This design comes from an exercise in tuning for small area and a short achievable clock period on the open sky130 flow, not from production work.
For this run, only the layout was checked, not whether the RTL still works.
Power figures rest on the tool's default switching activity, not on a simulated workload.

==> design.v <==
`timescale 1ns/1ps
module cpuTop (
    input  logic            i_clk,
    input  logic            i_arstN,
    input  logic            i_run,
    input  logic            i_progWe,
    input  logic [8-1:0] i_progAddr,
    input  logic [8:0]  i_progData,
    output logic [8-1:0] o_pc,
    output logic            o_regWe,
    output logic [2:0] o_regIdx,
    output logic [8-1:0]   o_regData,
    output logic            o_memWe,
    output logic [8-1:0]   o_memAddr,
    output logic [8-1:0]   o_memData
);
    logic [8:0] pmem [256];
    logic [7:0] dmem [256];
    logic [7:0] regs [8];
    logic [8:0] ir;           
    logic       rstF;         
    logic       zf, cf;
    logic [7:0] xReg;         
    logic [7:0] yReg;         
    logic [7:0] ldReg;        
    logic [8:0] instr;
    logic [2:0] op, hi, lo;
    logic [7:0] ldData;
    logic [7:0] pcInc, pcNext;
    logic [7:0] aluRes;
    logic       aluC;
    logic       isSti, isStr, isMov, isMath, isJmp, isLdr, isCall;
    logic       regWeDec, condMet, jumpTaken;
    logic [7:0] wrData;
    logic [2:0] dst;
    assign instr  = rstF ? pmem[0] : ir;
    assign ldData = rstF ? dmem[0] : ldReg;
    assign op = instr[8:6];
    assign hi = instr[5:3];
    assign lo = instr[2:0];
    assign isLdr  = (op == 3'b010);
    assign isSti  = (op == 3'b011);
    assign isStr  = (op == 3'b100);
    assign isMov  = (op == 3'b101);
    assign isMath = (op == 3'b110);
    assign isJmp  = (op == 3'b111);
    assign isCall = isJmp && (lo == 3'b001);
    always_comb begin
        logic [8:0] wide;
        case (lo)
            3'b000:  wide = {1'b0, regs[0]} + {1'b0, xReg};
            3'b001:  wide = {1'b0, regs[0]} - {1'b0, xReg};
            3'b010:  wide = {1'b0, regs[0] & xReg};
            3'b011:  wide = {1'b0, regs[0] | xReg};
            3'b100:  wide = {1'b0, regs[0] ^ xReg};
            3'b101:  wide = {regs[0], 1'b0};
            3'b110:  wide = {regs[0][0], 1'b0, regs[0][7:1]};
            default: wide = {1'b0, ~regs[0]};
        endcase
        aluRes = wide[7:0];
        aluC   = wide[8];
    end
    always_comb begin
        case (lo)
            3'b000, 3'b001: condMet = 1'b1;
            3'b010:         condMet = zf;
            3'b011:         condMet = !zf;
            3'b100:         condMet = cf;
            3'b101:         condMet = !cf;
            default:        condMet = 1'b0;
        endcase
    end
    assign jumpTaken = isJmp && condMet;
    assign pcInc  = o_pc + 8'd1;
    assign pcNext = jumpTaken ? xReg : pcInc;
    assign regWeDec = (op == 3'b001) || isLdr || isMov || isMath || isCall;
    assign dst = isMath ? 3'd0 : isJmp ? 3'd7 : hi;
    always_comb begin
        case (1'b1)
            isLdr:   wrData = ldData;
            isMov:   wrData = yReg;
            isMath:  wrData = aluRes;
            isJmp:   wrData = pcInc;
            default: wrData = {5'b0, lo};
        endcase
    end
    assign o_regWe   = i_run && regWeDec;
    assign o_regIdx  = dst;
    assign o_regData = wrData;
    assign o_memWe   = i_run && (isSti || isStr);
    assign o_memAddr = xReg;
    assign o_memData = isSti ? {5'b0, lo} : yReg;
    logic [255:0] pSel;
    logic [8:0]   pRd;
    always_comb begin
        for (int i = 0; i < 256; i++) pSel[i] = (pcNext == 8'(i));
    end
    for (genvar b = 0; b < 9; b++) begin : g_prd
        logic [255:0] col;
        for (genvar i = 0; i < 256; i++) begin : g_c
            assign col[i] = pmem[i][b];
        end
        andOr256 u_rd (.i_d(col), .i_s(pSel), .o_y(pRd[b]));
    end
    logic [8:0] irNext;
    always_comb begin
        if (i_run)                                   irNext = pRd;
        else if (i_progWe && i_progAddr == o_pc)     irNext = i_progData;
        else                                         irNext = ir;
    end
    logic [7:0] xNext, yNext;
    assign xNext = (o_regWe && dst == irNext[5:3]) ? wrData : regs[irNext[5:3]];
    assign yNext = (o_regWe && dst == irNext[2:0]) ? wrData : regs[irNext[2:0]];
    logic [255:0] dSel;
    logic [7:0]   dRd;
    always_comb begin
        for (int i = 0; i < 256; i++) dSel[i] = (yNext == 8'(i));
    end
    for (genvar b = 0; b < 8; b++) begin : g_drd
        logic [255:0] col;
        for (genvar i = 0; i < 256; i++) begin : g_c
            assign col[i] = dmem[i][b];
        end
        andOr256 u_rd (.i_d(col), .i_s(dSel), .o_y(dRd[b]));
    end
    logic [7:0] ldNext;
    assign ldNext = (o_memWe && xReg == yNext) ? o_memData : dRd;
    always_ff @(posedge i_clk) begin
        if (i_progWe && !i_run) pmem[i_progAddr] <= i_progData;
    end
    always_ff @(posedge i_clk) begin
        if (o_memWe) dmem[xReg] <= o_memData;
    end
    always_ff @(posedge i_clk) begin
        ir    <= irNext;
        ldReg <= ldNext;
    end
    always_ff @(posedge i_clk or negedge i_arstN) begin
        if (!i_arstN) begin
            xReg <= 8'd0;
            yReg <= 8'd0;
        end else begin
            xReg <= xNext;
            yReg <= yNext;
        end
    end
    always_ff @(posedge i_clk or negedge i_arstN) begin
        if (!i_arstN) begin
            rstF <= 1'b1;
            o_pc <= 8'd0;
            zf   <= 1'b0;
            cf   <= 1'b0;
        end else if (i_run) begin
            rstF <= 1'b0;
            o_pc <= pcNext;
            if (isMath) begin
                zf <= (aluRes == 8'd0);
                cf <= aluC;
            end
        end
    end
    always_ff @(posedge i_clk or negedge i_arstN) begin
        if (!i_arstN) begin
            for (int i = 0; i < 8; i++) regs[i] <= 8'd0;
        end else if (o_regWe) begin
            regs[dst] <= wrData;
        end
    end
endmodule
module andOr256 (
    input  logic [255:0] i_d,
    input  logic [255:0] i_s,
    output logic         o_y
);
    logic [85:0] n;
    for (genvar g = 0; g < 85; g++) begin : g_aoi
        aoi222 u_g (.a1(i_d[3*g]), .a2(i_s[3*g]), .b1(i_d[3*g+1]), .b2(i_s[3*g+1]),
                    .c1(i_d[3*g+2]), .c2(i_s[3*g+2]), .y(n[g]));
    end
    assign n[85] = ~(i_d[255] & i_s[255]);
    assign o_y = ~&n;
endmodule
module aoi222 (
    input  logic a1, a2, b1, b2, c1, c2,
    output logic y
);
    assign y = ~((a1 & a2) | (b1 & b2) | (c1 & c2));
endmodule
==> flow/run.sh <==
#!/bin/bash
# Own flow: the standard layout, with timing repair asked to leave setup
# slack well beyond zero, so the achieved period shrinks below the clock
# period. Synthesis is the standard one, unchanged.
set -euo pipefail
bash standard.sh SETUP_SLACK_MARGIN=8.2 finish > standard_make.log 2>&1
==> standard.sh <==
#!/bin/bash
# synth_recipe.tcl (not shown) runs the flow's synth.tcl, then flattens the netlist and writes it again
# the make line also repeats each setting of config.mk as NAME=value (left out here)
make -C /OpenROAD-flow-scripts/flow DESIGN_CONFIG=/design/flow/config.mk WORK_HOME=/design/flow/orfs CLKGATE_MAP_FILE= SYNTH_SCRIPT=/design/flow/synth_recipe.tcl "${@:-finish}"
==> config.mk <==
export PLATFORM = sky130hd
export DESIGN_NAME = cpuTop
export DESIGN_NICKNAME = cpuTop
export VERILOG_FILES = /design/flow/design.v
export SDC_FILE = /design/flow/constraint.sdc
export NUM_CORES = 4
export LEC_CHECK = 0
export CAP_MARGIN = 20
export CELL_PAD_IN_SITES_DETAIL_PLACEMENT = 2
export CELL_PAD_IN_SITES_GLOBAL_PLACEMENT = 3
export CORE_MARGIN = 2
export CORE_UTILIZATION = 50
export PLACE_DENSITY = 0.6
export SETUP_SLACK_MARGIN = 0.3
export SLEW_MARGIN = 20
export SYNTH_HIERARCHICAL = 1
export SYNTH_MINIMUM_KEEP_SIZE = 0
==> constraint.sdc <==
create_clock -name core_clock -period 15.0 [get_ports {i_clk}]
set_input_delay 3.0000 -clock core_clock [delete_from_list [all_inputs] [get_ports {i_clk}]]
set_output_delay 3.0000 -clock core_clock [all_outputs]
set_load 0.01 [all_outputs]
==> notes.md <==
## cells in the mapped netlist, types with 14 or more instances
library cell | count | area [um2]
xnor2_1 | 25 | 219.0
a2111oi_2 | 17 | 255.2
o31ai_1 | 14 | 105.1
o21ai_0 | 51 | 255.2
mux2i_1 | 30 | 300.3
nand2_1 | 187 | 701.9
nand3_1 | 47 | 235.2
nor3_1 | 18 | 90.09
nor4_1 | 62 | 387.9
edfxtp_1 | 4355 | 130800
a211oi_1 | 17 | 127.6
mux2_2 | 73 | 822.0
nand4_1 | 386 | 2415
dfxtp_1 | 14 | 280.3
nor2_1 | 1110 | 4167
a21oi_1 | 61 | 305.3
ha_1 | 30 | 375.4
and4_1 | 19 | 166.4
a222oi_1 | 1445 | 14460
or4_1 | 39 | 292.8
dfrtp_1 | 90 | 2252
nor2b_1 | 18 | 112.6
clkbuf_1 | 169 | 634.4
buf_2 | 23 | 115.1
inv_1 | 37 | 138.9
## through the flow
| step | cells | cell area (um2) | setup slack, ns | hold WS (ns) | power, mW |
|---|---|---|---|---|---|
| global placement | 12960 | 169600 | 0.4458 | 0.5160 | 27.29 |
| floorplan | 8532 | 162600 | 7.298 | 0.4652 | 20.71 |
## per-module statistics from Yosys (local to each module, per instance)
module / cells / cell area (um2) / times used
cpuTop: 6594 / 144000 / 1
aoi222: 1 / 10.01 / 1445
andOr256: 29 / 192.7 / 17
## power by group through the flow
stage / Clock [mW] / Combinational (mW) / Sequential, mW
floorplan: 0 / 5.40 / 15.3
global placement: 0 / 11.9 / 15.4
## worst max path at each step
stage | slack [ns] | to | cells past startpoint | startpoint
floorplan | 7.30 | ldReg[2] | 23 | i_progAddr[5]
global placement | 0.45 | ldReg[4] | 32 | rstF
## cell families after synthesis
group	synth area share, %
adders and majority gates	0.2445
muxes	0.8402
AOI/OAI and AO/OA	10.10
and+or+nand+nor	5.591
DFF	82.45
buffers and inverters	0.5958
xor gates and xnor gates	0.1841
==> metrics.yaml <==
logic_synthesis:
  synth_seq_cells: 4460
  yosysUniqueCellTypes: 84
  ys_warn_count: 8
  seq_area_frac_synth_pct: 82.45
  async_flop_share_pct: 2.040
  postSynthAreaPerCell_um2: 18.95
  syn_area_mm2: 0.1617
  netlist_instances: 8532
  synthFlopType: "edfxtp_1"
  syn_nets: 8584
  synth_edf_count: 4355
floorplan:
  fp.dieH_um: 572.7
  num_rows: 208
  pin_count: 58
  die-width_um: 572.7
  initial_core_util_pct: 50.31
run_status:
  toolErrorMsg: "[ERROR DPL-0033] detailed placement checks failed during check placement."
  status: "aborted with a tool error"
  lastStage: "3_5_place_dp"
placed_design:
  place_congestion: 0.8985
  portBuffers: 57
  hpwl_um: 458000
